Background: an optimization exercise with open tools, aiming at small area and a short achievable clock period. Do not read the settings as production practice.
Only simulation tests tie the RTL to the original design; equivalence was not proved.
Power and IR drop assume default switching activity.

$ cat flow/run.sh
#!/bin/bash
# synth_recipe.tcl (not shown) runs the flow's synth.tcl, then flattens the netlist and writes it again
# the make line also repeats each setting of config.mk as NAME=value (left out here)
make -C /OpenROAD-flow-scripts/flow DESIGN_CONFIG=/design/flow/config.mk WORK_HOME=/design/flow/orfs CLKGATE_MAP_FILE= SYNTH_SCRIPT=/design/flow/synth_recipe.tcl finish
$ cat flow/config.mk
export PLATFORM = sky130hd
export DESIGN_NAME = riscv_core
export DESIGN_NICKNAME = riscv_core
export VERILOG_FILES = /design/flow/design.v
export SDC_FILE = /design/flow/constraint.sdc
export NUM_CORES = 4
export LEC_CHECK = 0
export CAP_MARGIN = 20
export CORE_MARGIN = 2
export CORE_UTILIZATION = 40
export SLEW_MARGIN = 20
$ cat flow/design.v
`timescale 1ns/1ps
module riscv_core (
    input  logic        clk,
    input  logic        rst_n,
    input  logic [31:0] instr,
    input  logic [31:0] read_data,
    output logic [31:0] pc,
    output logic        mem_rd_en,
    output logic [31:0] read_addr,
    output logic        mem_wr_en,
    output logic [31:0] write_addr,
    output logic [31:0] wr_data
);
    logic [31:2] pc_q;
    logic        fetch_valid;
    logic        use_held;
    logic [31:0] held_instr;
    logic [31:0] dec_instr;
    logic        stall;
    always_ff @(posedge clk) begin
        if (!rst_n) begin
            pc_q        <= '0;
            fetch_valid <= 1'b0;
            use_held    <= 1'b0;
        end else begin
            if (!stall) begin
                pc_q <= pc_q + 30'd1;
            end
            fetch_valid <= 1'b1;
            use_held    <= stall;
        end
    end
    always_ff @(posedge clk) begin
        held_instr <= dec_instr;
    end
    assign pc        = {pc_q, 2'b00};
    assign dec_instr = use_held ? held_instr : instr;
    logic [6:0] opcode;
    logic [2:0] f3;
    logic [6:0] f7;
    logic [4:0] rd, rs1, rs2;
    assign opcode = dec_instr[6:0];
    assign f3     = dec_instr[14:12];
    assign f7     = dec_instr[31:25];
    assign rd     = dec_instr[11:7];
    assign rs1    = dec_instr[19:15];
    assign rs2    = dec_instr[24:20];
    logic is_op, op_ok, is_addi, is_lw, is_sw, valid, rs2_used, wen;
    assign is_op   = opcode == 7'b0110011;
    assign op_ok   = (f7 == 7'b0000000 && (f3 == 3'b000 || f3 == 3'b010 || f3 == 3'b100 ||
                                           f3 == 3'b110 || f3 == 3'b111)) ||
                     (f7 == 7'b0100000 && f3 == 3'b000);
    assign is_addi = opcode == 7'b0010011 && f3 == 3'b000;
    assign is_lw   = opcode == 7'b0000011 && f3 == 3'b010;
    assign is_sw   = opcode == 7'b0100011 && f3 == 3'b010;
    assign valid   = fetch_valid && ((is_op && op_ok) || is_addi || is_lw || is_sw);
    assign rs2_used = is_op || is_sw;
    assign wen     = !is_sw && rd != 5'd0;
    logic [4:0]  id_ex_rd;
    logic        id_ex_wen;        
    logic        id_ex_load;
    logic        id_ex_store;
    logic [31:0] alu_result;
    logic [4:0]  ex_mem_rd;
    logic        ex_mem_wen;
    logic        ex_mem_load;
    logic        ex_mem_store;
    logic [31:0] ex_mem_op1;
    logic [31:0] ex_mem_op2;
    logic [4:0]  wb_rd;
    logic        wb_wen;
    logic        wb_load;
    logic [31:0] wb_result;
    logic [31:0] wb_value;
    assign wb_value = wb_load ? read_data : wb_result;
    assign stall = valid && id_ex_load && id_ex_wen &&
                   (rs1 == id_ex_rd || (rs2_used && rs2 == id_ex_rd));
    logic [31:0] regs [1:31];
    always_ff @(posedge clk) begin
        for (int i = 1; i < 32; i++) begin
            if (wb_wen && wb_rd == 5'(i)) begin
                regs[i] <= wb_value;
            end
        end
    end
    logic        a_ex, a_mem, a_wb, b_ex, b_mem, b_wb;
    logic        a_ld, b_ld;
    logic [31:0] a_rest, b_rest, a_val, b_val;
    assign a_ex  = id_ex_wen && !id_ex_load && id_ex_rd == rs1;
    assign a_mem = ex_mem_wen && ex_mem_rd == rs1;
    assign a_wb  = wb_wen && wb_rd == rs1;
    assign b_ex  = id_ex_wen && !id_ex_load && id_ex_rd == rs2;
    assign b_mem = ex_mem_wen && ex_mem_rd == rs2;
    assign b_wb  = wb_wen && wb_rd == rs2;
    assign a_ld  = a_mem && ex_mem_load && !a_ex;
    assign b_ld  = b_mem && ex_mem_load && !b_ex;
    always_comb begin
        a_rest = '0;
        b_rest = '0;
        for (int i = 1; i < 32; i++) begin
            a_rest |= {32{rs1 == 5'(i) && !a_mem && !a_wb}} & regs[i];
            b_rest |= {32{rs2 == 5'(i) && !b_mem && !b_wb}} & regs[i];
        end
        a_rest |= {32{a_mem && !ex_mem_load}} & ex_mem_op1;
        b_rest |= {32{b_mem && !ex_mem_load}} & ex_mem_op1;
        a_rest |= {32{a_wb && !a_mem}} & wb_value;
        b_rest |= {32{b_wb && !b_mem}} & wb_value;
        a_val = a_ex ? alu_result : a_rest;
        b_val = b_ex ? alu_result : b_rest;
    end
    logic use_imm, do_sub, r_sum, r_and, r_or, r_xor, r_slt;
    assign use_imm = !is_op;
    assign do_sub  = is_op && (f7[5] || f3 == 3'b010);
    assign r_sum   = !is_op || f3 == 3'b000;
    assign r_slt   = is_op && f3 == 3'b010;
    assign r_xor   = is_op && f3 == 3'b100;
    assign r_or    = is_op && f3 == 3'b110;
    assign r_and   = is_op && f3 == 3'b111;
    logic        id_ex_a_ld, id_ex_b_ld;
    logic [31:0] id_ex_op1, id_ex_op2;
    logic [11:0] id_ex_imm;
    logic        id_ex_use_imm, id_ex_sub;
    logic        id_ex_r_sum, id_ex_r_and, id_ex_r_or, id_ex_r_xor, id_ex_r_slt;
    always_ff @(posedge clk) begin
        if (!rst_n || stall || !valid) begin
            id_ex_wen   <= 1'b0;
            id_ex_load  <= 1'b0;
            id_ex_store <= 1'b0;
        end else begin
            id_ex_wen   <= wen;
            id_ex_load  <= is_lw;
            id_ex_store <= is_sw;
        end
    end
    always_ff @(posedge clk) begin
        id_ex_rd      <= rd;
        id_ex_a_ld    <= a_ld;
        id_ex_b_ld    <= b_ld;
        id_ex_op1     <= a_val;
        id_ex_op2     <= b_val;
        id_ex_imm     <= is_sw ? {f7, rd} : dec_instr[31:20];
        id_ex_use_imm <= use_imm;
        id_ex_sub     <= do_sub;
        id_ex_r_sum   <= r_sum;
        id_ex_r_and   <= r_and;
        id_ex_r_or    <= r_or;
        id_ex_r_xor   <= r_xor;
        id_ex_r_slt   <= r_slt;
    end
    logic [31:0] ex_a, ex_b, alu_b, b_inv, sum;
    logic        slt;
    assign ex_a  = id_ex_a_ld ? read_data : id_ex_op1;
    assign ex_b  = id_ex_b_ld ? read_data : id_ex_op2;
    assign alu_b = id_ex_use_imm ? {{20{id_ex_imm[11]}}, id_ex_imm} : ex_b;
    assign b_inv = alu_b ^ {32{id_ex_sub}};
    assign sum   = ex_a + b_inv + {31'b0, id_ex_sub};
    assign slt   = (ex_a[31] ^ alu_b[31]) ? ex_a[31] : sum[31];
    assign alu_result = ({32{id_ex_r_sum}} & sum) |
                        ({32{id_ex_r_and}} & (ex_a & alu_b)) |
                        ({32{id_ex_r_or}}  & (ex_a | alu_b)) |
                        ({32{id_ex_r_xor}} & (ex_a ^ alu_b)) |
                        {31'b0, id_ex_r_slt & slt};
    always_ff @(posedge clk) begin
        if (!rst_n) begin
            ex_mem_wen   <= 1'b0;
            ex_mem_load  <= 1'b0;
            ex_mem_store <= 1'b0;
        end else begin
            ex_mem_wen   <= id_ex_wen;
            ex_mem_load  <= id_ex_load;
            ex_mem_store <= id_ex_store;
        end
    end
    always_ff @(posedge clk) begin
        ex_mem_rd  <= id_ex_rd;
        ex_mem_op1 <= alu_result;
        ex_mem_op2 <= ex_b;
    end
    assign mem_rd_en  = ex_mem_load;
    assign read_addr  = ex_mem_op1;
    assign mem_wr_en  = ex_mem_store;
    assign write_addr = ex_mem_op1;
    assign wr_data    = ex_mem_op2;
    always_ff @(posedge clk) begin
        if (!rst_n) begin
            wb_wen  <= 1'b0;
            wb_load <= 1'b0;
        end else begin
            wb_wen  <= ex_mem_wen;
            wb_load <= ex_mem_load;
        end
    end
    always_ff @(posedge clk) begin
        wb_rd     <= ex_mem_rd;
        wb_result <= ex_mem_op1;
    end
endmodule
$ cat flow/constraint.sdc
create_clock -name core_clock -period 6.5 [get_ports {clk}]
set_input_delay 1.3000 -clock core_clock [delete_from_list [all_inputs] [get_ports {clk}]]
set_output_delay 1.3000 -clock core_clock [all_outputs]
set_load 0.01 [all_outputs]
==> out/results.tsv, run 1 <==
metric	value	unit
ir_drop	184	uV
max-cap-violations	0	
antenna_left	0	
synth_top_area_share	53.1	%
required	7120	ps
cp-end-kind	register	
synth_compound_area_share	17.8	%
die_h	378	um
htree_num_levels	4	
p_leak	23.6	nW
holdPathEnd	wb_rd[0]	
status	timing/DRC/antenna clean	
worst_ep_arrival_time	6240	ps
synth_xor_area_share	1.67	%
yosysTopAreaCell	edfxtp_1	
syn_area	56000	sq um
vias	49473	
fin_skew	43.4	ps
slew_violations	0	
syn_area_per_cell	12.4	sq um
grt_pass1_vias	45570	
drc	0	
r2r-end	id_ex_op1[16]	
r2r_cells	11	
crit_type	register to register	
antenna_found_initial	19	
min_from	ex_mem_rd[0]	
fill_cells	12299	
synth_cells	4528	
drive_gt1_share	13.9	%
clockBufferDepth	3	
yosys.area_share.adder	2.16	%
rsz0062_at_grt	false	
numCtsBuffers	130	
fp.dieW	378	um
synth_edf_count	992	
wire_per_inst	43.0	um
cp-start-kind	register	
yosys_most_used_dff	edfxtp_1	
synth-simple-area-share	9.79	%
synthArstFlopShare	0	%
synthTopCellsByArea	edfxtp_1 53%, a22oi_1 11%, dfxtp_1 9.1%	
setup_viol	0	
path_max_fanout	31	
grt_pass1_wl	385	mm
seq_area_frac_synth	62.3	%
hold_buffers	0	
final_area	66500	sq um
core_area	139000	sq um
maxSlewHeadroom	9.18	%
setup_tns	0	ps
area_delta_synth_final	18.6	%
synth_top_family_by_area	compound AO/OA/AOI/OAI gates	
hold_violations	0	
power_density	324	nW/um^2
worst_pin_slew	1350	ps
path_clk_slew	60	ps
synth_warnings	2	
overflow	0	
rows	137	
drtIter0Drc	11421	
synth_commonest_cells	992 x edfxtp_1, 853 x a22oi_1, 447 x nand2_1	
holdPathStages	0	
fmax	178	MHz
synthMuxAreaShare	2.96	%
gp_congestion	1.01	
place_area	61900	sq um
numPortBuffers	193	
via_per_inst	7.31	
cts_setup_buffers	0	
synth.most_common_cell	edfxtp_1	
die_area	143000	sq um
cts_resized	0	
routed_wl	291	mm
cts.sinks	1248	
initial_core_util	40.2	%
fin_crit_sh	86.5	%
utilization	47.7	%
rr_startpoint	use_held	
finalNetCount	4935	
ioPinCount	196	
rrSetupSlack	880	ps
ys_ff_latch	1248	
grt_usage	39.7	%
min_period	5620	ps
grt_start_max_net_pins	42	
cts_tree	yes	
cts_root_buf	clkbuf_16	
hp-class	register to register	
clock_latency	820	ps
dr.pass1.iters	22	
yosysUniqueCellTypes	81	
dp_hpwl	177	mm
worst max-delay path by stage:
stage / cells past startpoint / slack, ps / endpoint / start
finish: 11 / 880 / id_ex_op1[16] / use_held
global route: 14 / 950 / id_ex_op2[14] / instr[21]
CTS: 13 / 1200 / id_ex_op2[14] / instr[21]
detailed placement: 13 / 410 / id_ex_op2[14] / instr[21]
global placement: 13 / 350 / id_ex_op2[14] / instr[21]
floorplan: 14 / 2040 / id_ex_op1[30] / read_data[8]
through the flow:
| stage | total power [mW] | cells | hold slack, ps | setup slack, ps |
|---|---|---|---|---|
| after floorplan | 11.6 | 4529 | 329 | 2040 |
| after global placement | 13.4 | 6498 | 408 | 353 |
| after detailed placement | 13.5 | 6511 | 394 | 407 |
| after CTS | 21.2 | 6751 | 391 | 1200 |
| after global routing | 21.9 | 6757 | 406 | 947 |
| final | 21.5 | 6769 | 393 | 879 |
layout by cell type, fill, tap and decap left out, types with 86 or more instances in the layout:
master	n
a22oi_1	853
and3_1	93
buf_4	207
clkbuf_16	137
clkdlybuf4s50_1	193
dfxtp_1	250
edfxtp_1	992
ha_1	95
inv_1	117
mux2_2	87
nand2_1	446
nand3_1	86
o21ai_0	116
layer usage:
layer | global-route usage [%] | routed length, um | up-vias
met5 | 1.75 | 387 | -
met4 | 28.9 | 26700 | 24
met3 | 20.5 | 53000 | 1625
met2 | 54.5 | 115000 | 5705
met1 | 47.0 | 96400 | 23779
li1 | - | - | 18340
flip-flops by register name, indices dropped and copies added (netlist names), 5 cells and up:
name,cells
regs,992
wb_result,32
ex_mem_op2,32
ex_mem_rd,5
id_ex_op1,32
id_ex_imm,6
pc_q,30
held_instr,31
id_ex_op2,32
wb_rd,5
ex_mem_op1,32
power by group:
part / internal, mW / leakage (nW) / switching, mW
sequential: 9.70 / 11.1 / 0.464
clock: 4.60 / 2.19 / 3.34
combinational: 1.01 / 10.4 / 2.42
critical path: stages, from the launching register on:
cell	delay, ps
dfxtp_2	800
mux2i_4	630
xnor2_1	140
nor4_2	540
a22o_2	810
buf_4	340
nor3_2	80
buf_12	250
a22oi_1	530
o211ai_1	490
nor3_1	580
a22oi_1	180
logic make-up (layout without fill, tap and decap cells):
kind of cell	Yosys count	count (layout)
AOI/OAI and AO/OA	1354	1354
DFF	1248	1248
xor gates and xnor gates	107	107
other	1	14
and+or+nand+nor	1124	1124
muxes	149	149
adders and majority gates	96	96
buffers and inverters	449	801
cell type report:
cell class	instances	area (sq um)	share of cell area (%)
flip-flops and latches	1248	34900	52.5
multi-input cells	2832	20000	30.0
repair buffers	439	4290	6.45
clock buffers	165	3610	5.44
well taps	1876	2350	3.53
clock inverters	75	863	1.30
inverters	122	458	0.689
diodes	12	30.0	0.0452
==> inputs of run 2 (changes only) <==
--- a/flow/design.v
+++ b/flow/design.v
@@ -15,5 +15,2 @@
     logic        fetch_valid;
-    logic        use_held;
-    logic [31:0] held_instr;
-    logic [31:0] dec_instr;
     logic        stall;
@@ -23,3 +20,2 @@
             fetch_valid <= 1'b0;
-            use_held    <= 1'b0;
         end else begin
@@ -29,10 +25,5 @@
             fetch_valid <= 1'b1;
-            use_held    <= stall;
-        end
-    end
-    always_ff @(posedge clk) begin
-        held_instr <= dec_instr;
-    end
-    assign pc        = {pc_q, 2'b00};
-    assign dec_instr = use_held ? held_instr : instr;
+        end
+    end
+    assign pc = {pc_q, 2'b00};
     logic [6:0] opcode;
@@ -41,8 +32,8 @@
     logic [4:0] rd, rs1, rs2;
-    assign opcode = dec_instr[6:0];
-    assign f3     = dec_instr[14:12];
-    assign f7     = dec_instr[31:25];
-    assign rd     = dec_instr[11:7];
-    assign rs1    = dec_instr[19:15];
-    assign rs2    = dec_instr[24:20];
+    assign opcode = instr[6:0];
+    assign f3     = instr[14:12];
+    assign f7     = instr[31:25];
+    assign rd     = instr[11:7];
+    assign rs1    = instr[19:15];
+    assign rs2    = instr[24:20];
     logic is_op, op_ok, is_addi, is_lw, is_sw, valid, rs2_used, wen;
@@ -58,2 +49,3 @@
     assign wen     = !is_sw && rd != 5'd0;
+    logic        id_ex_hold;       
     logic [4:0]  id_ex_rd;
@@ -75,4 +67,16 @@
     assign wb_value = wb_load ? read_data : wb_result;
-    assign stall = valid && id_ex_load && id_ex_wen &&
-                   (rs1 == id_ex_rd || (rs2_used && rs2 == id_ex_rd));
+    logic a_ex, a_mem, a_wb, b_ex, b_mem, b_wb;
+    assign a_ex  = id_ex_wen && id_ex_rd == rs1;
+    assign a_mem = ex_mem_wen && ex_mem_rd == rs1;
+    assign a_wb  = wb_wen && wb_rd == rs1;
+    assign b_ex  = id_ex_wen && id_ex_rd == rs2;
+    assign b_mem = ex_mem_wen && ex_mem_rd == rs2;
+    assign b_wb  = wb_wen && wb_rd == rs2;
+    assign stall = valid && !id_ex_hold && id_ex_load &&
+                   (a_ex || (rs2_used && b_ex));
+    logic a_ld, b_ld, a_ld2, b_ld2;
+    assign a_ld  = a_mem && ex_mem_load && !a_ex;
+    assign b_ld  = b_mem && ex_mem_load && !b_ex;
+    assign a_ld2 = a_ex && id_ex_load;
+    assign b_ld2 = b_ex && id_ex_load;
     logic [31:0] regs [1:31];
@@ -85,13 +89,3 @@
     end
-    logic        a_ex, a_mem, a_wb, b_ex, b_mem, b_wb;
-    logic        a_ld, b_ld;
     logic [31:0] a_rest, b_rest, a_val, b_val;
-    assign a_ex  = id_ex_wen && !id_ex_load && id_ex_rd == rs1;
-    assign a_mem = ex_mem_wen && ex_mem_rd == rs1;
-    assign a_wb  = wb_wen && wb_rd == rs1;
-    assign b_ex  = id_ex_wen && !id_ex_load && id_ex_rd == rs2;
-    assign b_mem = ex_mem_wen && ex_mem_rd == rs2;
-    assign b_wb  = wb_wen && wb_rd == rs2;
-    assign a_ld  = a_mem && ex_mem_load && !a_ex;
-    assign b_ld  = b_mem && ex_mem_load && !b_ex;
     always_comb begin
@@ -118,3 +112,3 @@
     assign r_and   = is_op && f3 == 3'b111;
-    logic        id_ex_a_ld, id_ex_b_ld;
+    logic        id_ex_a_ld, id_ex_b_ld, id_ex_a_ld2, id_ex_b_ld2;
     logic [31:0] id_ex_op1, id_ex_op2;
@@ -123,4 +117,6 @@
     logic        id_ex_r_sum, id_ex_r_and, id_ex_r_or, id_ex_r_xor, id_ex_r_slt;
-    always_ff @(posedge clk) begin
-        if (!rst_n || stall || !valid) begin
+    logic [31:0] ex_a, ex_b;
+    always_ff @(posedge clk) begin
+        if (!rst_n) begin
+            id_ex_hold  <= 1'b0;
             id_ex_wen   <= 1'b0;
@@ -128,3 +124,10 @@
             id_ex_store <= 1'b0;
-        end else begin
+        end else if (id_ex_hold) begin
+            id_ex_hold  <= 1'b0;
+        end else if (!valid) begin
+            id_ex_wen   <= 1'b0;
+            id_ex_load  <= 1'b0;
+            id_ex_store <= 1'b0;
+        end else begin
+            id_ex_hold  <= stall;
             id_ex_wen   <= wen;
@@ -135,17 +138,26 @@
     always_ff @(posedge clk) begin
-        id_ex_rd      <= rd;
-        id_ex_a_ld    <= a_ld;
-        id_ex_b_ld    <= b_ld;
-        id_ex_op1     <= a_val;
-        id_ex_op2     <= b_val;
-        id_ex_imm     <= is_sw ? {f7, rd} : dec_instr[31:20];
-        id_ex_use_imm <= use_imm;
-        id_ex_sub     <= do_sub;
-        id_ex_r_sum   <= r_sum;
-        id_ex_r_and   <= r_and;
-        id_ex_r_or    <= r_or;
-        id_ex_r_xor   <= r_xor;
-        id_ex_r_slt   <= r_slt;
-    end
-    logic [31:0] ex_a, ex_b, alu_b, b_inv, sum;
+        if (id_ex_hold) begin
+            id_ex_op1  <= ex_a;
+            id_ex_op2  <= ex_b;
+            id_ex_a_ld <= id_ex_a_ld2;
+            id_ex_b_ld <= id_ex_b_ld2;
+        end else begin
+            id_ex_rd      <= rd;
+            id_ex_a_ld    <= a_ld;
+            id_ex_b_ld    <= b_ld;
+            id_ex_a_ld2   <= a_ld2;
+            id_ex_b_ld2   <= b_ld2;
+            id_ex_op1     <= a_val;
+            id_ex_op2     <= b_val;
+            id_ex_imm     <= is_sw ? {f7, rd} : instr[31:20];
+            id_ex_use_imm <= use_imm;
+            id_ex_sub     <= do_sub;
+            id_ex_r_sum   <= r_sum;
+            id_ex_r_and   <= r_and;
+            id_ex_r_or    <= r_or;
+            id_ex_r_xor   <= r_xor;
+            id_ex_r_slt   <= r_slt;
+        end
+    end
+    logic [31:0] alu_b, b_inv, sum;
     logic        slt;
@@ -163,3 +175,3 @@
     always_ff @(posedge clk) begin
-        if (!rst_n) begin
+        if (!rst_n || id_ex_hold) begin
             ex_mem_wen   <= 1'b0;
--- a/flow/config.mk
+++ b/flow/config.mk
@@ -10,2 +10,3 @@
 export CORE_UTILIZATION = 40
+export SETUP_SLACK_MARGIN = 2.0
 export SLEW_MARGIN = 20
==> out/results.tsv, run 2 <==
metric	value	unit	change
path_max_fanout	16		-48%
die_area	145000	sq um	+1.1%
rows	138		+0.73%
fmax	213	MHz	+20%
yosys_most_used_dff	edfxtp_1		
setup_tns	0	ps	unchanged
clock_latency	810	ps	about the same
fp.dieW	380	um	+0.54%
cp-end-kind	register		
htree_num_levels	4		unchanged
grt_usage	49.9	%	+10 points
slew_violations	0		unchanged
dp_hpwl	247	mm	+39%
max-cap-violations	0		unchanged
p_leak	23.4	nW	-0.87%
fin_skew	34.9	ps	-8.47 ps
synthArstFlopShare	0	%	unchanged
ioPinCount	196		unchanged
gp_congestion	1.04		+2.7%
drtIter0Drc	12032		+5.3%
synth_top_area_share	54.0	%	+0.80 points
wire_per_inst	53.4	um	+24%
seq_area_frac_synth	61.4	%	-0.85 points
worst_pin_slew	1310	ps	-45.6 ps
via_per_inst	7.67		+4.9%
grt_pass1_vias	48546		+6.5%
required	7230	ps	+110 ps
routed_wl	373	mm	+28%
dp_cells	6619		+1.7%
final_cell_mix	1018 x edfxtp_1, 649 x a22oi_1, 389 x buf_4		
yosysTopAreaCell	edfxtp_1		
initial_core_util	40.2	%	-0.052 points
overflow	0		unchanged
final_common_cell	edfxtp_1		
ir_drop	234	uV	+27%
rsz0062_at_grt	true		
synth_cells	4479		-1.1%
vias	53510		+8.2%
antenna_left	0		unchanged
synth_edf_count	1018		+2.6%
cts_root_buf	clkbuf_16		
synth_commonest_cells	1018 x edfxtp_1, 649 x a22oi_1, 262 x nand2_1		
die_h	380	um	+0.54%
min_period	4690	ps	-930 ps
setup_ws	1810	ps	+930 ps
status	timing/DRC/antenna clean		
wl_met1	128	mm	+33%
top_layer_used	met5		
hold_violations	0		unchanged
drc	0		unchanged
synth_warnings	2		unchanged
yosysUniqueCellTypes	95		+17%
numPortBuffers	193		unchanged
area_delta_synth_final	22.9	%	
met3_length	61.6	mm	+16%
largest_register	regs		
cp-startpoint	instr[16]		
fin_crit_sh	72.2	%	-14 points
cp-start-kind	input pin		
finalNonFillerCells	6979		+3.1%
dr.pass1.iters	13		-41%
synthTopCellsByArea	edfxtp_1 54%, a22oi_1 8.6%, dfxtp_1 7.5%		
grt_start_max_net_pins	54		+29%
grt_pass1_wl	477	mm	+24%
largest_reg_flops	992		unchanged
path_clk_slew	60	ps	about the same
maxSlewHeadroom	12.4	%	+3.2 points
crit_type	input pin to register		
cts_tree	yes		
holdPathStages	0		unchanged
synth.most_common_cell	edfxtp_1		
ys_ff_latch	1230		-1.4%
hold_buffers	0		unchanged
core_area	141000	sq um	+1.2%
setup_viol	0		unchanged
clockBufferDepth	3		unchanged
fin_worst_hold_slack	425	ps	+31.9 ps
finalNetCount	5100		+3.3%
worst_ep_arrival_time	5420	ps	-820 ps
rr_startpoint	id_ex_b_ld		
syn_area	56700	sq um	+1.1%
numCtsBuffers	141		+8.5%
power_density	318	nW/um^2	-1.8%
cts.sinks	1230		-1.4%
place_worst_setup_slack	607	ps	+199 ps
r2r_cells	16		+5
drive_gt1_share	20.4	%	+6.5 points
min_from	ex_mem_rd[0]		
antenna_found_initial	56		+37
hp-class	register to register		
met2_length	147	mm	+28%
utilization	49.4	%	+1.7 points
syn_area_per_cell	12.6	sq um	+2.2%
-- run 2: cell types whose count changed in the layout (fill, tap and decap cells not counted), moves of 46 or more --
cell      before  now
a21oi_1       60  131
a222oi_1       2   63
a22oi_1      853  649
and3_1        93   22
buf_4        207  389
nand2_1      446  257
nand4_1       57  103
nor2_1        85  163
nor4_1        85   27
o22ai_1        3   51
-- run 2: cell type report --
class	instances	area (sq um)
clock buffer	174	3820
tap	1890	2360
sequential	1230	34800
clock inverter	83	724
timing repair buffer	646	6060
fill	12432	71400
multi-input combinational	2829	21400
antenna	37	92.6
inverter	90	340
-- run 2: what timing repair did --
item / CTS / global route
setup endpoints to repair: 76 / 58
gates cloned: 0 / 1
setup buffers: 30 / 33
pin swaps: 9 / 33
gates resized for setup: 49 / 95
-- run 2: routing by layer --
layer  track usage, %  vias up
met3             25.5     1866
met1             59.5    26511
li1                 -    19116
met4             38.0       48
met5            0.860        -
met2             67.9     5969
-- run 2: logic make-up after synthesis --
logic type | after synthesis | synth area share [%]
other | 1 | 0.00662
and+or+nand+nor | 957 | 8.19
adders and majority gates | 96 | 2.13
muxes | 178 | 3.37
xor gates and xnor gates | 119 | 1.89
AOI/OAI and AO/OA | 1477 | 19.8
DFF | 1230 | 61.4
buffers and inverters | 421 | 3.22
-- run 2: path summary, 6_finish.rpt --
kind / to / slack [ps]
max reg2reg: id_ex_op1[27] / 2150
min: wb_rd[0] / 420
min reg2reg: wb_rd[0] / 420
max: id_ex_op1[27] / 1810
-- run 2: metrics by stage --
step,area [sq um],power [mW]
floorplan,56700,11.6
global placement,63600,13.8
detailed placement,63800,13.8
CTS,68800,21.7
global route,69600,22.4
finish,69700,22.2
-- run 2: critical path: stages --
cell       delay, ps
buf_2            270
buf_4            440
nand2b_1         400
nor2_1           330
a21boi_2        1030
buf_4            430
a22oi_1          110
o22ai_1          240
a2111oi_0        100
nand3_1          440
o221a_2          290
-- run 2: where the power goes --
group / switching (mW) / total (mW) / internal, mW
Clock: 3.49 / 8.07 / 4.58
Combinational: 2.85 / 4.01 / 1.15
Sequential: 0.456 / 10.1 / 9.62
Total: 6.80 / 22.2 / 15.4
==> inputs of run 3 (changes only) <==
--- a/flow/config.mk
+++ b/flow/config.mk
@@ -10,2 +10,3 @@
 export CORE_UTILIZATION = 40
+export CTS_BUF_LIST = sky130_fd_sc_hd__clkbuf_8
 export SETUP_SLACK_MARGIN = 2.0
==> out/results.tsv, run 3 <==
metric	value	unit	change
status	timing/DRC/antenna clean		
largest_register	regs		
crit_family	simple AND/OR/NAND/NOR gates		
final_common_cell	edfxtp_1		
clockBufferDepth	3		unchanged
synth.most_common_cell	edfxtp_1		
power_density	310	nW/um^2	-2.6%
syn_area_per_cell	12.6	sq um	unchanged
place_area	63800	sq um	unchanged
synth_top_area_share	54.0	%	unchanged
internal_power	14.5	mW	-5.6%
vias	53781		+0.51%
htree_num_levels	4		unchanged
total_power	21.3	mW	-3.8%
synth_warnings	2		unchanged
cts_tree	yes		
maxSlewHeadroom	4.19	%	-8.2 points
rsz0062_at_grt	true		
clock_latency	990	ps	+180 ps
p_leak	23.3	nW	-0.64%
drc	0		unchanged
ir_drop	233	uV	-0.40%
yosys_most_used_dff	edfxtp_1		
numCtsBuffers	209		+48%
grt_pass1_wl	477	mm	+0.16%
cts_root_buf	clkbuf_8		
synth_cells	4479		unchanged
p_sw_share	32.0	%	+1.3 points
hold_buffers	0		unchanged
slowest_delay	970	ps	-60 ps
via_per_inst	7.60		-0.82%
area_delta_synth_final	21.4	%	
dr.pass1.iters	17		+4
multi_input_area	21200	sq um	-1.2%
min_from	ex_mem_rd[0]		
dp_hpwl	247	mm	unchanged
max-cap-violations	0		unchanged
antenna_left	0		unchanged
worst_ep_arrival_time	5690	ps	+270 ps
finalNetCount	5138		+0.75%
slew_violations	0		unchanged
min_period	4770	ps	+80.8 ps
drive_gt1_share	20.5	%	+0.043 points
cp_common_cell	buf_4		
ys_ff_latch	1230		unchanged
syn_area	56700	sq um	unchanged
rr_startpoint	id_ex_b_ld		
worst-path-buf-inv	4		+1
routed_wl	373	mm	+0.12%
synth_edf_count	1018		unchanged
fp.dieW	380	um	unchanged
cts.sinks	1230		unchanged
seq_power_share	47.2	%	+1.7 points
yosysUniqueCellTypes	95		unchanged
yosysTopAreaCell	edfxtp_1		
seq_area_frac_synth	61.4	%	unchanged
gp_congestion	1.04		unchanged
grt_usage	49.9	%	about the same
fill_cells	12561		+1.0%
initial_core_util	40.2	%	unchanged
cp-end-kind	register		
ioPinCount	196		unchanged
met2_usage	68.2	%	+0.35 points
clkPwrFrac	34.1	%	-2.3 points
fin_skew	37.6	ps	+2.70 ps
comb_power_share	18.6	%	+0.5 points
die_h	380	um	unchanged
setup_viol	0		unchanged
rows	138		unchanged
numPortBuffers	193		unchanged
crit_type	input pin to register		
synthArstFlopShare	0	%	unchanged
drtIter0Drc	12770		+6.1%
core_area	141000	sq um	unchanged
die_area	145000	sq um	unchanged
fin_crit_sh	73.4	%	+1.2 points
r2r_cells	16		unchanged
slowest_stage	and2_1		
worst_pin_slew	1430	ps	+122 ps
r2r-end	id_ex_op1[27]		
setup_tns	0	ps	unchanged
antenna_found_initial	51		-8.9%
grt_use_met3	24.6	%	-0.86 points
rrSetupSlack	2140	ps	about the same
register_area	34800	sq um	unchanged
cp-start-kind	input pin		
hold_violations	0		unchanged
overflow	0		unchanged
holdPathStages	0		unchanged
hp-class	register to register		
power.switching	6.81	mW	+0.15%
grt_pass1_vias	48872		+0.67%
cp_cell_sequence	buf_2 -> buf_4 -> and2_1 -> o211ai_2 -> buf_4 -> nor2_2 -> buf_4 -> a22oi_1 -> nand4_1 -> a2111oi_0 -> nand3_1 -> o221a_2		
required	7420	ps	+190 ps
wire_per_inst	52.8	um	-1.2%
path_clk_slew	60	ps	about the same
synth_commonest_cells	1018 x edfxtp_1, 649 x a22oi_1, 262 x nand2_1		
final_area	68800	sq um	-1.3%
grt_busiest_layer	met2		
grt_start_max_net_pins	54		unchanged
fmax	210	MHz	-1.7%
grt.met1_usage	60.1	%	+0.59 points
crit_cells	12		+1
final_cell_mix	1018 x edfxtp_1, 649 x a22oi_1, 366 x buf_4		
largest_reg_flops	992		unchanged
path_max_fanout	17		+1
holdPathEnd	wb_rd[0]		
synthTopCellsByArea	edfxtp_1 54%, a22oi_1 8.6%, dfxtp_1 7.5%		
## run 3: cell counts after synthesis
Identical to the previous run, type by type.
## run 3: area by class of cell
type                    count  share of cell area, %
flip-flops and latches   1230                   50.6
multi-input cells        2829                   30.8
repair buffers            616                   8.42
clock buffers             214                   4.28
well taps                1890                   3.44
clock inverters           165                   1.79
inverters                  90                  0.499
diodes                     38                  0.138
## run 3: metal layers
metal  wire [um]  vias to the layer above
met5         304                        -
met4       35200                       34
met3       63200                     1791
met2      147000                     6206
met1      127000                    26535
li1            -                    19215
## run 3: how the worst max path moves through the flow
stage	start	to	slack, ps
3_3_place_gp	instr[17]	id_ex_op1[13]	370
3_5_place_dp	read_data[11]	id_ex_op1[17]	610
6_report	instr[15]	id_ex_op1[28]	1730
5_1_grt	instr[24]	id_ex_op2[26]	1970
4_1_cts	instr[19]	id_ex_op1[17]	1950
2_1_floorplan	read_data[6]	id_ex_op1[29]	2040
## run 3: power groups by stage
stage	registers [mW]	logic [mW]	clock network, mW
after floorplan	9.94	1.69	0
after global placement	10.2	3.61	0
after detailed placement	10.2	3.63	0
after CTS	10.0	3.66	7.24
after global routing	10.1	3.96	7.58
final	10.1	3.97	7.27
## run 3: worst register-to-register path: stages (launching register included)
cell	delay (ps)
dfxtp_4	410
buf_12	190
buf_4	240
mux2_2	430
o21ai_0	370
xnor2_1	130
ha_1	460
nand2_1	240
a21oi_1	60
o21ai_1	180
nand2_1	120
a32o_1	350
a311o_1	430
xnor2_1	150
buf_4	190
o21ai_2	80
o221a_2	230
## run 3: cells by family after synthesis
group / share of synthesized area, %
buffers and inverters: 3.22
flip-flops: 61.4
XOR/XNOR: 1.89
AO/OA/AOI/OAI: 19.8
AND/OR/NAND/NOR: 8.19
adder cells (fa/ha/maj): 2.13
other: 0.00662
multiplexers: 3.37
## run 3: timing repair
| action | CTS | global route |
|---|---|---|
| pin swaps | 6 | 13 |
| resized for setup | 23 | 50 |
| gates cloned | 0 | 0 |
| endpoints found under the setup margin | 61 | 41 |
| setup buffers | 13 | 20 |
## run 3: metrics by stage
stage	std cells	setup WS (ps)	hold WS, ps	util (%)
finish	7072	1730	423	48.7
global route	7040	1970	425	48.7
CTS	7011	1950	418	48.3
detailed placement	6619	607	406	45.2
global placement	6610	374	424	45.1
floorplan	4480	2040	375	-
==> inputs of run 4 (changes only) <==
--- a/flow/config.mk
+++ b/flow/config.mk
@@ -10,4 +10,3 @@
 export CORE_UTILIZATION = 40
-export CTS_BUF_LIST = sky130_fd_sc_hd__clkbuf_8
-export SETUP_SLACK_MARGIN = 2.0
+export SETUP_SLACK_MARGIN = 3.0
 export SLEW_MARGIN = 20
==> out/results.tsv, run 4 <==
metric	value	unit	change
fin_crit_sh	60.1	%	-13 points
fmax	256	MHz	+22%
die_h	380	um	unchanged
hold_violations	0		unchanged
path_max_fanout	3		-14
antenna_left	0		unchanged
routed_wl	381	mm	+2.0%
final_common_cell	edfxtp_1		
power.switching	7.07	mW	+3.9%
synth_cells	4479		unchanged
final_cell_mix	1018 x edfxtp_1, 639 x a22oi_1, 599 x buf_4		
largest_reg_flops	992		unchanged
holdPathStages	0		unchanged
rr_startpoint	id_ex_b_ld		
status	timing/DRC/antenna clean		
ir_drop	248	uV	+6.3%
cp-end-kind	register		
area_delta_synth_final	32.2	%	
syn_area_per_cell	12.6	sq um	unchanged
clock_latency	800	ps	-190 ps
cts_root_buf	clkbuf_16		
seq_area_frac_synth	61.4	%	unchanged
yosysUniqueCellTypes	95		unchanged
r2r-end	id_ex_op1[24]		
min_from	ex_mem_op1[31]		
clkPwrFrac	35.5	%	+1.4 points
synthTopCellsByArea	edfxtp_1 54%, a22oi_1 8.6%, dfxtp_1 7.5%		
fin_worst_hold_slack	411	ps	-12.2 ps
synthArstFlopShare	0	%	unchanged
comb_power_share	20.6	%	+2.0 points
clockBufferDepth	3		unchanged
synth_xor_area_share	1.89	%	unchanged
grt_start_max_net_pins	41		-24%
fin_skew	29.7	ps	-7.95 ps
ioPinCount	196		unchanged
slew_violations	0		unchanged
core_area	141000	sq um	unchanged
dr.pass1.iters	11		-6
min_period	3910	ps	-864 ps
rrSetupSlack	2610	ps	+470 ps
setup_tns	0	ps	unchanged
initial_core_util	40.2	%	unchanged
drive_gt1_share	29.5	%	+9.0 points
holdPathEnd	wb_result[31]		
worst_ep_arrival_time	4580	ps	-1110 ps
worst_pin_slew	1250	ps	-176 ps
largest_register	regs		
crit_type	input pin to register		
seq_power_share	44.0	%	-3.2 points
cts.sinks	1230		unchanged
hp-class	register to register		
fp.dieW	380	um	unchanged
synth_compound_area_share	19.8	%	unchanged
yosys_most_used_dff	edfxtp_1		
drc	0		unchanged
setup_viol	0		unchanged
overflow	0		unchanged
maxSlewHeadroom	16.5	%	+12 points
place_worst_setup_slack	719	ps	+112 ps
yosysTopAreaCell	edfxtp_1		
synth_top_family_by_area	compound AO/OA/AOI/OAI gates		
synthMuxAreaShare	3.37	%	unchanged
grt_usage	50.5	%	+0.53 points
htree_num_levels	4		unchanged
rows	138		unchanged
power_density	307	nW/um^2	-0.99%
wire_per_inst	52.3	um	-0.92%
syn_area	56700	sq um	unchanged
r2r_cells	16		unchanged
numCtsBuffers	139		-33%
synth_warnings	2		unchanged
ys_ff_latch	1230		unchanged
setup_ws	2590	ps	+864 ps
yosys.area_share.adder	2.13	%	unchanged
max-cap-violations	0		unchanged
hold_buffers	0		unchanged
internal_power	15.9	mW	+9.6%
drtIter0Drc	13199		+3.4%
required	7170	ps	-250 ps
grt_pass1_wl	484	mm	+1.4%
synth_edf_count	1018		unchanged
synth_top_area_share	54.0	%	unchanged
die_area	145000	sq um	unchanged
rsz0062_at_grt	true		
synth-simple-area-share	8.19	%	unchanged
cp-start-kind	input pin		
finalNetCount	5406		+5.2%
dp_hpwl	241	mm	-2.3%
numPortBuffers	193		unchanged
grt_pass1_vias	50486		+3.3%
vias	55902		+3.9%
antenna_found_initial	37		-27%
p_sw_share	30.8	%	-1.2 points
cts_tree	yes		
cp-startpoint	read_data[0]		
path_clk_slew	60	ps	about the same
synth_commonest_cells	1018 x edfxtp_1, 649 x a22oi_1, 262 x nand2_1		
synth.most_common_cell	edfxtp_1		
p_leak	25.9	nW	+11%
via_per_inst	7.68		+0.96%
gp_congestion	1.08		+3.9%
==> run 4: cell counts after synthesis <==
No cell type changed its count.
==> run 4: worst max-delay path by stage <==
stage,end,depth (start not counted)
final,id_ex_op1[24],16
after global routing,id_ex_op1[27],17
after CTS,id_ex_op1[24],16
after detailed placement,id_ex_op2[0],14
after global placement,id_ex_op2[13],12
after floorplan,id_ex_op1[29],13
==> run 4: timing repair <==
item	in CTS	in global routing
cloned	7	5
resized for setup	503	199
endpoints found under the setup margin	128	105
setup buffers	263	94
pin swaps	142	124
==> run 4: layout make-up <==
type	instances	area, sq um
Sequential cell	1230	34800
Timing Repair Buffer	953	9330
Multi-Input combinational cell	2830	23400
Fill cell	11940	66200
Tap cell	1890	2360
Inverter	90	350
Antenna cell	38	95.1
Clock buffer	178	3750
Clock inverter	72	808
==> run 4: kinds of logic (layout without fill, tap and decap cells) <==
| family | count (synthesis) | after routing |
|---|---|---|
| adder cells (fa/ha/maj) | 96 | 96 |
| AND/OR/NAND/NOR | 957 | 957 |
| multiplexers | 178 | 178 |
| buffers and inverters | 421 | 1293 |
| other | 1 | 40 |
| XOR/XNOR | 119 | 119 |
| AO/OA/AOI/OAI | 1477 | 1478 |
| flip-flops | 1230 | 1230 |
==> run 4: per-stage QoR <==
step	cells	power (mW)	cell area [sq um]	util (%)
finish	7281	23.0	74900	53.1
global route	7247	23.2	74800	53.0
CTS	7141	22.3	72800	51.6
detailed placement	6621	13.9	63900	45.3
global placement	6614	13.9	63700	45.2
floorplan	4480	11.7	56800	-
==> run 4: worst max-delay path, cell delays in order <==
cell and delay, ps:
buf_8 100, mux2_4 270, o211ai_1 170, buf_4 200, and2_4 160, inv_2 40, fa_2 360, nand2b_4 160
a211oi_4 290, o31ai_4 120, a31o_4 260, a311oi_4 400, nor3_2 90, a31oi_1 200, o2111ai_2 170, o221a_2 280
==> run 4: power by group through the flow <==
stage	Combinational, mW	Sequential [mW]	Clock, mW
after floorplan	1.72	9.94	0
after global placement	3.66	10.2	0
after detailed placement	3.68	10.2	0
after CTS	4.17	10.0	8.10
after global routing	4.71	10.1	8.40
final	4.73	10.1	8.15
==> run 4: metal layers <==
metal | track usage [%] | vias to the layer above | part of all wire, %
li1 | - | 19727 | -
met1 | 59.1 | 27553 | 34
met2 | 68.0 | 6524 | 39
met3 | 27.8 | 2059 | 17
met4 | 38.6 | 39 | 10
met5 | 3.67 | - | 0.32
==> inputs of run 5 (changes only) <==
==> flow/flow/run.sh (new file) <==
#!/bin/bash
# Standard ORFS layout with two changes: ports get buf_2 buffers instead of the
# default delay buffer, and clock tree synthesis inserts no dummy loads and
# clusters more sinks per leaf buffer.
set -euo pipefail
bash standard.sh finish \
  "BUFFER_PORTS_ARGS=-buffer_cell sky130_fd_sc_hd__buf_2" \
  "CTS_ARGS=-sink_clustering_enable -repair_clock_nets -dont_use_dummy_load -buf_list sky130_fd_sc_hd__clkbuf_16 -sink_clustering_size 25 -sink_clustering_max_diameter 60" \
  > run_make.log 2>&1
==> flow/standard.sh (new file) <==
#!/bin/bash
# synth_recipe.tcl (not shown) runs the flow's synth.tcl, then flattens the netlist and writes it again
# the make line also repeats each setting of config.mk as NAME=value (left out here)
make -C /OpenROAD-flow-scripts/flow DESIGN_CONFIG=/design/flow/config.mk WORK_HOME=/design/flow/orfs CLKGATE_MAP_FILE= SYNTH_SCRIPT=/design/flow/synth_recipe.tcl "${@:-finish}"
removed: flow/run.sh
==> out/results.tsv, run 5 <==
metric	value	unit	change
synth_commonest_cells	1018 x edfxtp_1, 649 x a22oi_1, 262 x nand2_1		
path_max_fanout	24		+21
antenna_found_initial	34		-8.1%
vias	55012		-1.6%
slowest_stage	nor4_1		
rows	138		unchanged
drtIter0Drc	12642		-4.2%
dp_cells	6606		-0.23%
power_density	287	nW/um^2	-6.5%
wire_per_inst	55.3	um	+5.7%
min_period	4090	ps	+186 ps
grt_usage	52.1	%	+1.6 points
synthArstFlopShare	0	%	unchanged
cp-end-kind	register		
setup_tns	0	ps	unchanged
ioPinCount	196		unchanged
die_h	380	um	unchanged
worst_ep_arrival_time	4700	ps	+120 ps
syn_area	56700	sq um	unchanged
top_layer_used	met5		
r2r-end	id_ex_op1[27]		
grt_pass1_vias	49466		-2.0%
cp-start-kind	input pin		
setup_viol	0		unchanged
fin_worst_hold_slack	421	ps	+9.57 ps
seq_area_frac_synth	61.4	%	unchanged
slew_violations	0		unchanged
largest_reg_flops	992		unchanged
cp_common_cell	buf_4		
rrSetupSlack	2470	ps	-140 ps
yosys_most_used_dff	edfxtp_1		
synth.most_common_cell	edfxtp_1		
antenna_left	0		unchanged
path_clk_slew	80	ps	+20 ps
synth_warnings	2		unchanged
hp-class	register to register		
max-cap-violations	0		unchanged
final_common_cell	edfxtp_1		
drive_gt1_share	30.4	%	+0.88 points
crit_cells	13		-3
clock_latency	760	ps	-40 ps
worst_pin_slew	1240	ps	-14.2 ps
initial_core_util	40.2	%	unchanged
p_leak	24.7	nW	-4.5%
final_cell_mix	1018 x edfxtp_1, 636 x a22oi_1, 515 x buf_4		
gp_congestion	1.06		-2.2%
core_area	141000	sq um	unchanged
fin_crit_sh	63.0	%	+2.9 points
routed_wl	391	mm	+2.7%
cp-startpoint	instr[22]		
htree_num_levels	3		-1
yosysTopAreaCell	edfxtp_1		
numPortBuffers	193		unchanged
place_worst_setup_slack	798	ps	+79.0 ps
met3_length	66.4	mm	+0.77%
ir_drop	285	uV	+15%
required	7110	ps	-60 ps
hold_violations	0		unchanged
cts.sinks	1230		unchanged
cts_root_buf	clkbuf_16		
crit_type	input pin to register		
dp_hpwl	257	mm	+6.7%
met2_length	150	mm	+1.9%
syn_area_per_cell	12.6	sq um	unchanged
numCtsBuffers	120		-14%
worstSetupEndpoint	id_ex_op2[30]		
cp_cell_sequence	buf_8 -> buf_4 -> clkinv_1 -> buf_4 -> nand2_1 -> a211oi_4 -> buf_4 -> a22oi_1 -> a21oi_1 -> nor4_1 -> nor4bb_1 -> buf_4 -> a211oi_1		
finalNonFillerCells	7072		-2.9%
r2r_cells	17		+1
synth_cells	4479		unchanged
overflow	0		unchanged
finalNetCount	5316		-1.7%
setup_ws	2410	ps	-186 ps
die_area	145000	sq um	unchanged
drc	0		unchanged
grt_pass1_wl	495	mm	+2.4%
fin_skew	65.5	ps	+35.8 ps
grt_start_max_net_pins	36		-12%
area_delta_synth_final	26.2	%	
largest_register	regs		
fp.dieW	380	um	unchanged
place_area	62800	sq um	-1.7%
yosysUniqueCellTypes	95		unchanged
fmax	244	MHz	-4.5%
maxSlewHeadroom	17.4	%	+0.95 points
worst-path-buf-inv	6		+3
synth_top_area_share	54.0	%	unchanged
clockBufferDepth	3		unchanged
cts_tree	yes		
rr_startpoint	id_ex_b_ld		
dr.pass1.iters	9		-2
wl_met1	134	mm	+5.1%
slowest_delay	540	ps	+140 ps
rsz0062_at_grt	true		
ys_ff_latch	1230		unchanged
synthTopCellsByArea	edfxtp_1 54%, a22oi_1 8.6%, dfxtp_1 7.5%		
synth_edf_count	1018		unchanged
final_area	71500	sq um	-4.5%
via_per_inst	7.78		+1.3%
crit_family	buffers and inverters		
status	timing/DRC/antenna clean		
run 5: cell counts after synthesis:
Identical to the previous run, type by type.
run 5: per-layer routing:
layer  global-route usage [%]  up-vias
li1                         -    19438
met1                     62.8    27117
met2                     69.5     6493
met3                     26.8     1948
met4                     40.1       16
met5                     1.92        -
run 5: worst register-to-register path: cells and delay by family, from the launching register on:
kind                       cells  cell delay (ps)
AOI/OAI and AO/OA              7             1420
buffers and inverters          4              630
and+or+nand+nor                2              250
muxes                          1              370
adders and majority gates      1              380
xor gates and xnor gates       2              510
DFF                            1              380
run 5: logic make-up after synthesis:
| kind of cell | count (synthesis) | share of synthesized area [%] |
|---|---|---|
| compound gates | 1477 | 19.8 |
| fa+ha+maj | 96 | 2.13 |
| flops | 1230 | 61.4 |
| simple gates | 957 | 8.19 |
| xor+xnor | 119 | 1.89 |
| buf+inv | 421 | 3.22 |
| other cells | 1 | 0.00662 |
| mux | 178 | 3.37 |
run 5: stage by stage:
stage	utilization [%]	power [mW]
floorplan	-	11.7
finish	50.7	20.5
detailed placement	44.5	13.6
global placement	44.3	13.6
global route	50.7	20.7
CTS	49.1	19.9
run 5: worst min path at each step:
stage / from / endpoint / slack, ps / depth (start not counted)
after CTS: ex_mem_op1[24] / wb_result[24] / 410 / 0
after detailed placement: ex_mem_op1[24] / wb_result[24] / 400 / 0
after floorplan: ex_mem_rd[0] / wb_rd[0] / 370 / 0
after global routing: ex_mem_op1[24] / wb_result[24] / 420 / 0
final: ex_mem_op1[24] / wb_result[24] / 420 / 0
after global placement: ex_mem_op1[24] / wb_result[24] / 390 / 0
run 5: layout make-up:
cell class,count,area [sq um]
Tap cell,1890,2360
Timing Repair Buffer,883,7890
Clock buffer,120,3000
Inverter,90,340
Antenna cell,30,75.1
Fill cell,12227,69500
Multi-Input combinational cell,2829,23000
Sequential cell,1230,34800
run 5: power breakdown:
group | total [mW] | switching, mW | leakage (nW) | internal, mW
Sequential | 10.1 | 0.445 | 11.0 | 9.61
Clock | 6.18 | 2.99 | 1.48 | 3.20
Combinational | 4.27 | 3.05 | 12.3 | 1.22
Total | 20.5 | 6.48 | 24.7 | 14.0
run 5: timing repair:
action | CTS | global route
pin swaps | 119 | 129
setup buffers | 191 | 118
gates resized for setup | 342 | 240
hold buffers | 0 | 0
setup endpoints to repair | 120 | 103
cloned | 4 | 2
==> inputs of run 6 (changes only) <==
--- a/flow/design.v
+++ b/flow/design.v
@@ -89,16 +89,12 @@
     end
-    logic [31:0] a_rest, b_rest, a_val, b_val;
+    logic [31:0] a_reg, b_reg, a_val, b_val;
     always_comb begin
-        a_rest = '0;
-        b_rest = '0;
-        for (int i = 1; i < 32; i++) begin
-            a_rest |= {32{rs1 == 5'(i) && !a_mem && !a_wb}} & regs[i];
-            b_rest |= {32{rs2 == 5'(i) && !b_mem && !b_wb}} & regs[i];
-        end
-        a_rest |= {32{a_mem && !ex_mem_load}} & ex_mem_op1;
-        b_rest |= {32{b_mem && !ex_mem_load}} & ex_mem_op1;
-        a_rest |= {32{a_wb && !a_mem}} & wb_value;
-        b_rest |= {32{b_wb && !b_mem}} & wb_value;
-        a_val = a_ex ? alu_result : a_rest;
-        b_val = b_ex ? alu_result : b_rest;
+        a_reg = (rs1 == 5'd0) ? 32'd0 : regs[rs1];
+        b_reg = (rs2 == 5'd0) ? 32'd0 : regs[rs2];
+        a_val = a_ex  ? alu_result :
+                a_mem ? ex_mem_op1 :
+                a_wb  ? wb_value : a_reg;
+        b_val = b_ex  ? alu_result :
+                b_mem ? ex_mem_op1 :
+                b_wb  ? wb_value : b_reg;
     end
==> flow/run.sh (new file) <==
#!/bin/bash
# synth_recipe.tcl (not shown) runs the flow's synth.tcl, then flattens the netlist and writes it again
# the make line also repeats each setting of config.mk as NAME=value (left out here)
make -C /OpenROAD-flow-scripts/flow DESIGN_CONFIG=/design/flow/config.mk WORK_HOME=/design/flow/orfs CLKGATE_MAP_FILE= SYNTH_SCRIPT=/design/flow/synth_recipe.tcl finish
--- a/flow/config.mk
+++ b/flow/config.mk
@@ -10,3 +10,3 @@
 export CORE_UTILIZATION = 40
-export SETUP_SLACK_MARGIN = 3.0
+export SETUP_SLACK_MARGIN = 3.2
 export SLEW_MARGIN = 20
removed: flow/flow/run.sh
removed: flow/standard.sh
==> out/results.tsv, run 6 <==
metric	value	unit	change
met2_usage	56.9	%	-13 points
rsz0062_at_grt	true		
setup_ws	2600	ps	+194 ps
numCtsBuffers	132		+10%
yosysUniqueCellTypes	91		-4.2%
numPortBuffers	193		unchanged
initial_core_util	40.2	%	about the same
gp_congestion	1.00		-5.0%
drive_gt1_share	23.1	%	-7.3 points
cts.sinks	1230		unchanged
grt_pass1_wl	391	mm	-21%
internal_power	15.2	mW	+8.6%
drtIter0Drc	12066		-4.6%
htree_num_levels	4		+1
rr_startpoint	id_ex_b_ld		
die_area	143000	sq um	-1.4%
seq_power_share	46.4	%	-2.6 points
clock_latency	830	ps	+70 ps
final_common_cell	edfxtp_1		
ioPinCount	196		unchanged
dp_hpwl	170	mm	-34%
synth_commonest_cells	1018 x edfxtp_1, 801 x a22oi_1, 242 x nand2_1		
largest_reg_flops	992		unchanged
synth_top_family_by_area	compound AO/OA/AOI/OAI gates		
grt.met1_usage	46.2	%	-17 points
seq_area_frac_synth	62.3	%	+0.86 points
fill_cells	11826		-3.3%
core_area	139000	sq um	-1.5%
cp-start-kind	input pin		
p_leak	24.2	nW	-2.0%
synth-simple-area-share	8.70	%	+0.50 points
via_per_inst	7.29		-6.2%
synth_warnings	34		+32
min_from	ex_mem_rd[2]		
overflow	0		unchanged
slowest_stage	a221o_2		
crit_type	input pin to register		
dr.pass1.iters	14		+5
synth_xor_area_share	1.87	%	-0.021 points
synth_edf_count	1018		unchanged
power.switching	6.37	mW	-1.7%
grt_start_max_net_pins	56		+56%
wire_per_inst	42.6	um	-23%
fin_skew	43.5	ps	-21.9 ps
ir_drop	292	uV	+2.4%
p_sw_share	29.5	%	-2.1 points
synth_compound_area_share	18.9	%	-0.86 points
grt_usage	40.2	%	-12 points
max-cap-violations	0		unchanged
min_period	3900	ps	-194 ps
worst_pin_slew	1300	ps	+66.4 ps
maxSlewHeadroom	13.0	%	-4.4 points
yosysTopAreaCell	edfxtp_1		
drc	0		unchanged
area_delta_synth_final	25.2	%	
setup_viol	0		unchanged
synthArstFlopShare	0	%	unchanged
comb_power_share	18.7	%	-2.1 points
slowest_delay	370	ps	-170 ps
syn_area	55900	sq um	-1.4%
power_density	309	nW/um^2	+7.7%
final_cell_mix	1018 x edfxtp_1, 796 x a22oi_1, 382 x buf_4		
cts_root_buf	clkbuf_16		
synth_cells	4459		-0.45%
cp_cell_sequence	clkdlybuf4s15_1 -> mux2_4 -> o21ai_4 -> xnor2_1 -> ha_2 -> and3_4 -> and2_4 -> a221oi_4 -> buf_4 -> nor3_2 -> a2111oi_4 -> o31a_1 -> xnor2_2 -> a221o_2 -> a221o_1		
place_worst_setup_slack	885	ps	+87.2 ps
setup_tns	0	ps	unchanged
cts_tree	yes		
fin_crit_sh	60.0	%	-3.0 points
synthTopCellsByArea	edfxtp_1 55%, a22oi_1 11%, dfxtp_1 7.6%		
antenna_found_initial	15		-56%
finalNetCount	5080		-4.4%
hp-class	register to register		
path_clk_slew	60	ps	-20 ps
worst_ep_arrival_time	4590	ps	-110 ps
fp.dieW	378	um	-0.68%
routed_wl	295	mm	-25%
vias	50365		-8.4%
hold_violations	0		unchanged
grt_busiest_layer	met2		
clockBufferDepth	3		unchanged
grt_use_met3	18.8	%	-7.9 points
cp-startpoint	read_data[19]		
path_max_fanout	5		-79%
yosys.area_share.adder	2.32	%	+0.19 points
antenna_left	0		unchanged
yosys_most_used_dff	edfxtp_1		
slew_violations	0		unchanged
rows	137		-0.72%
clkPwrFrac	34.9	%	+4.8 points
syn_area_per_cell	12.5	sq um	-0.93%
synthMuxAreaShare	2.30	%	-1.1 points
fmax	256	MHz	+5.0%
synth_top_area_share	54.7	%	+0.75 points
grt_pass1_vias	46836		-5.3%
cp-end-kind	register		
status	timing/DRC/antenna clean		
synth.most_common_cell	edfxtp_1		
die_h	378	um	-0.68%
required	7190	ps	+80 ps
ys_ff_latch	1230		unchanged
largest_register	regs		
==> run 6: routing by layer <==
| layer | vias to the layer above | routed length, um |
|---|---|---|
| li1 | 18717 | - |
| met1 | 24288 | 94700 |
| met2 | 5531 | 118000 |
| met3 | 1811 | 49800 |
| met4 | 18 | 31300 |
| met5 | - | 207 |
==> run 6: cells by family (layout without fill, tap and decap cells) <==
group | Yosys count | count (layout)
compound gates | 1455 | 1455
flops | 1230 | 1230
simple gates | 965 | 977
buf+inv | 470 | 1016
xor+xnor | 119 | 119
mux | 116 | 116
fa+ha+maj | 103 | 103
other cells | 1 | 14
==> run 6: worst paths after layout <==
check	endpoint	slack, ps	depth (start not counted)
worst min-delay path	wb_rd[2]	400	0
worst max register to register	id_ex_op2[31]	2640	16
worst min register to register	wb_rd[2]	400	0
worst max-delay path	id_ex_op2[31]	2600	15
==> run 6: final cells by class <==
type                            count  area, sq um  share of cell area, %
Antenna cell                       12         30.0                 0.0429
Clock inverter                     71          706                   1.01
Clock buffer                      170         3520                   5.02
Timing Repair Buffer              679         6690                   9.56
Inverter                           96          360                  0.515
Tap cell                         1876         2350                   3.35
Multi-Input combinational cell   2772        21500                   30.7
Sequential cell                  1230        34800                   49.8
==> run 6: power groups by stage <==
stage | Sequential [mW] | Combinational (mW) | Clock [mW]
final | 10.0 | 4.04 | 7.55
after detailed placement | 10.2 | 3.29 | 0
after CTS | 10.0 | 3.70 | 7.52
after global routing | 10.0 | 4.14 | 7.83
after global placement | 10.2 | 3.27 | 0
after floorplan | 10.0 | 1.76 | 0
==> run 6: critical path: cells and delay by family <==
family / cells / cell delay (ps)
AOI/OAI and AO/OA: 6 / 1570
buffers and inverters: 2 / 410
and+or+nand+nor: 3 / 400
muxes: 1 / 330
adders and majority gates: 1 / 320
xor gates and xnor gates: 2 / 240
==> run 6: metrics by stage <==
step	cells	area, sq um	total power, mW	hold slack [ps]	utilization [%]
finish	6906	70000	21.6	395	50.3
global route	6895	70000	22.0	395	50.3
CTS	6841	69100	21.2	394	49.7
detailed placement	6357	61100	13.5	387	43.9
global placement	6355	61000	13.4	378	43.9
floorplan	4460	56300	11.8	373	-
==> run 6: timing repair <==
action                     CTS  global route
cloned                      15             1
setup endpoints to repair  139            90
resized for setup          462            77
pin swaps                  145            49
buffers inserted           228            52
hold buffers                 0             0
==> inputs of run 7 (changes only) <==
==> flow/flow/run.sh (new file) <==
#!/bin/bash
# Standard ORFS layout with two changes: ports get buf_2 buffers instead of the
# default delay buffer, and clock tree synthesis inserts no dummy loads and
# clusters more sinks per leaf buffer.
set -euo pipefail
bash standard.sh finish \
  "BUFFER_PORTS_ARGS=-buffer_cell sky130_fd_sc_hd__buf_2" \
  "CTS_ARGS=-sink_clustering_enable -repair_clock_nets -dont_use_dummy_load -buf_list sky130_fd_sc_hd__clkbuf_16 -sink_clustering_size 30 -sink_clustering_max_diameter 70" \
  > run_make.log 2>&1
==> flow/standard.sh (new file) <==
#!/bin/bash
# synth_recipe.tcl (not shown) runs the flow's synth.tcl, then flattens the netlist and writes it again
# the make line also repeats each setting of config.mk as NAME=value (left out here)
make -C /OpenROAD-flow-scripts/flow DESIGN_CONFIG=/design/flow/config.mk WORK_HOME=/design/flow/orfs CLKGATE_MAP_FILE= SYNTH_SCRIPT=/design/flow/synth_recipe.tcl "${@:-finish}"
removed: flow/run.sh
==> out/results.tsv, run 7 <==
metric	value	unit	change
cp-start-kind	register		
required	7070	ps	-120 ps
clock_latency	760	ps	-70 ps
cp-startpoint	id_ex_b_ld		
cts_tree	yes		
fmax	253	MHz	-1.2%
largest_register	regs		
p_leak	22.7	nW	-6.2%
crit_cells	14		-1
numPortBuffers	193		unchanged
drtIter0Drc	12691		+5.2%
worst_pin_slew	1250	ps	-53.0 ps
clockBufferDepth	3		unchanged
routed_wl	288	mm	-2.2%
slowest_stage	dfxtp_4		
finalNonFillerCells	6690		-3.1%
yosys_most_used_dff	edfxtp_1		
rows	137		unchanged
crit_type	register to register		
drc	0		unchanged
gp_congestion	1.04		+3.2%
dr.pass1.iters	14		unchanged
antenna_left	0		unchanged
worst_ep_arrival_time	4510	ps	-80 ps
via_per_inst	7.46		+2.3%
antenna_found_initial	25		+10
hold_violations	0		unchanged
synth_warnings	34		unchanged
syn_area	55900	sq um	unchanged
overflow	0		unchanged
dp_cells	6326		-0.49%
fp.dieW	378	um	unchanged
max-cap-violations	0		unchanged
core_area	139000	sq um	unchanged
setup_viol	0		unchanged
yosysUniqueCellTypes	91		unchanged
fill_cells	12090		+2.2%
largest_reg_flops	992		unchanged
utilization	47.4	%	-2.9 points
die_h	378	um	unchanged
synthArstFlopShare	0	%	unchanged
drive_gt1_share	24.1	%	+1.0 points
worst-path-buf-inv	1		-1
status	timing/DRC/antenna clean		
cp_common_cell	xnor2_2		
die_area	143000	sq um	unchanged
rsz0062_at_grt	true		
place_area	59700	sq um	-2.3%
htree_num_levels	3		-1
rrSetupSlack	2550	ps	-90 ps
synth_commonest_cells	1018 x edfxtp_1, 801 x a22oi_1, 242 x nand2_1		
vias	49927		-0.87%
numCtsBuffers	79		-40%
worstSetupEndpoint	id_ex_op1[31]		
hold_buffers	0		unchanged
grt_start_max_net_pins	47		-16%
dp_hpwl	165	mm	-2.4%
grt_pass1_wl	381	mm	-2.6%
syn_area_per_cell	12.5	sq um	unchanged
cp-end-kind	register		
final_common_cell	edfxtp_1		
total_power	18.5	mW	-14%
cp_cell_sequence	buf_12 -> mux2_4 -> mux2i_4 -> xnor2_2 -> ha_1 -> a21oi_2 -> o211ai_1 -> nand2_2 -> a31oi_4 -> o2111ai_2 -> o31a_1 -> xnor2_2 -> a221o_2 -> a221o_1		
ys_ff_latch	1230		unchanged
initial_core_util	40.2	%	unchanged
power_density	281	nW/um^2	-9.0%
synth_edf_count	1018		unchanged
register_area	34800	sq um	about the same
slowest_delay	480	ps	+110 ps
cts.sinks	1230		unchanged
seq_area_frac_synth	62.3	%	unchanged
final_cell_mix	1018 x edfxtp_1, 794 x a22oi_1, 346 x buf_4		
setup_tns	0	ps	unchanged
synthTopCellsByArea	edfxtp_1 55%, a22oi_1 11%, dfxtp_1 7.6%		
grt_usage	39.0	%	-1.2 points
grt_pass1_vias	45414		-3.0%
path_max_fanout	7		+2
path_clk_slew	90	ps	+30 ps
ir_drop	260	uV	-11%
final_area	65900	sq um	-5.8%
crit_family	compound AO/OA/AOI/OAI gates		
yosysTopAreaCell	edfxtp_1		
min_period	3950	ps	+45.7 ps
maxSlewHeadroom	16.3	%	+3.3 points
wire_per_inst	43.1	um	+0.97%
finalNetCount	4967		-2.2%
hp-class	register to register		
r2r-end	id_ex_op1[31]		
synth_top_area_share	54.7	%	unchanged
slew_violations	0		unchanged
synth_cells	4459		unchanged
area_delta_synth_final	18.0	%	
fin_skew	98.3	ps	+54.8 ps
r2r_cells	14		-2
ioPinCount	196		unchanged
synth.most_common_cell	edfxtp_1		
rr_startpoint	id_ex_b_ld		
multi_input_area	21400	sq um	-0.39%
cts_root_buf	clkbuf_16		
fin_crit_sh	60.7	%	+0.70 points
==> run 7: cell count changes in the layout (fill, tap and decap cells not counted), sizes merged, moves of 11 or more <==
cell           change
buf              +120
clkbuf            -92
clkdlybuf4s15     -11
clkdlybuf4s50    -154
clkinv            -47
dlygate4sd2       -11
inv               -11
==> run 7: through the flow <==
step | setup WS, ps | hold slack, ps
2_1_floorplan | 2400 | 373
3_3_place_gp | 1360 | 384
3_5_place_dp | 1360 | 386
4_1_cts | 2610 | 387
5_1_grt | 2500 | 383
6_report | 2550 | 378
==> run 7: logic make-up after synthesis <==
logic type	share of synthesized area [%]
AND/OR/NAND/NOR	8.70
buffers and inverters	3.61
AO/OA/AOI/OAI	18.9
other	0.00671
multiplexers	2.30
XOR/XNOR	1.87
adder cells (fa/ha/maj)	2.32
flip-flops	62.3
==> run 7: area by class of cell <==
type | count | area share, %
multi-input cells | 2772 | 32.5
well taps | 1876 | 3.56
repair buffers | 619 | 7.52
diodes | 18 | 0.0683
flip-flops and latches | 1230 | 52.8
clock buffers | 79 | 3.00
inverters | 96 | 0.547
==> run 7: how the worst min path moves through the flow <==
| stage | startpoint | endpoint | slack, ps | depth (start not counted) |
|---|---|---|---|---|
| CTS | ex_mem_rd[4] | wb_rd[4] | 390 | 0 |
| global route | ex_mem_rd[4] | wb_rd[4] | 380 | 0 |
| global placement | ex_mem_op1[14] | wb_result[14] | 380 | 0 |
| detailed placement | ex_mem_op1[14] | wb_result[14] | 390 | 0 |
| floorplan | ex_mem_rd[1] | wb_rd[1] | 370 | 0 |
| finish | ex_mem_rd[4] | wb_rd[4] | 380 | 0 |
==> run 7: timing repair <==
action / 4_1_cts / 5_1_grt
pin swaps: 97 / 62
setup buffers: 167 / 83
endpoints found under the setup margin: 119 / 95
cloned: 13 / 3
gates resized for setup: 286 / 129
==> run 7: per-layer routing <==
| metal | vias to the layer above | part of all wire, % | global-route usage (%) |
|---|---|---|---|
| met3 | 2015 | 18 | 19.4 |
| li1 | 18350 | - | - |
| met2 | 5848 | 40 | 54.8 |
| met4 | 14 | 11 | 31.3 |
| met5 | - | 0.11 | 1.27 |
| met1 | 23700 | 31 | 44.5 |
==> run 7: where the power goes <==
group | switching (mW) | internal [mW]
logic | 2.65 | 1.12
clock network | 2.62 | 2.15
registers | 0.301 | 9.69
total | 5.57 | 13.0

[re-timing with driven ports]
In the flow no input, the clock included, has a driving cell. The finished layouts below were timed again as built, in two steps. Step 1: set_driving_cell puts a clkbuf_16 on clk and a buf_2 on each other input, an assumption about the parent block. Step 2 moves the port delays by t, midway between the first and last clock arrival at a register: inputs arrive t later, outputs are due t later. That takes back most of the time a late clock gives input paths. Three values: ideal, step 1, step 2; two values: the first two.
| run | t (ns) | setup slack, ns | worst hold slack (ns) |
|---|---|---|---|
| run 1 | 0.877 | 0.879 / 0.879 / 0.069 | 0.393 / 0.393 / 0.393 |
| run 2 | 0.888 | 1.810 / 1.876 / 0.988 | 0.425 / 0.425 / 0.425 |
| run 3 | 1.044 | 1.729 / 1.780 / 0.736 | 0.423 / 0.423 / 0.423 |
| run 4 | 0.863 | 2.592 / 2.613 / 1.750 | 0.411 / 0.411 / 0.411 |
| run 5 | 0.819 | 2.406 / 2.426 / 1.607 | 0.421 / 0.421 / 0.421 |
| run 6 | 0.885 | 2.600 / 2.608 / 1.722 | 0.395 / 0.395 / 0.395 |
| run 7 | 0.790 | 2.554 / 2.554 / 1.834 | 0.378 / 0.378 / 0.378 |
After both steps setup and hold are still met in every run listed. The setup slack of run 3, which loses most, moves by +0.051 ns with the drivers and by -0.993 ns with both steps.
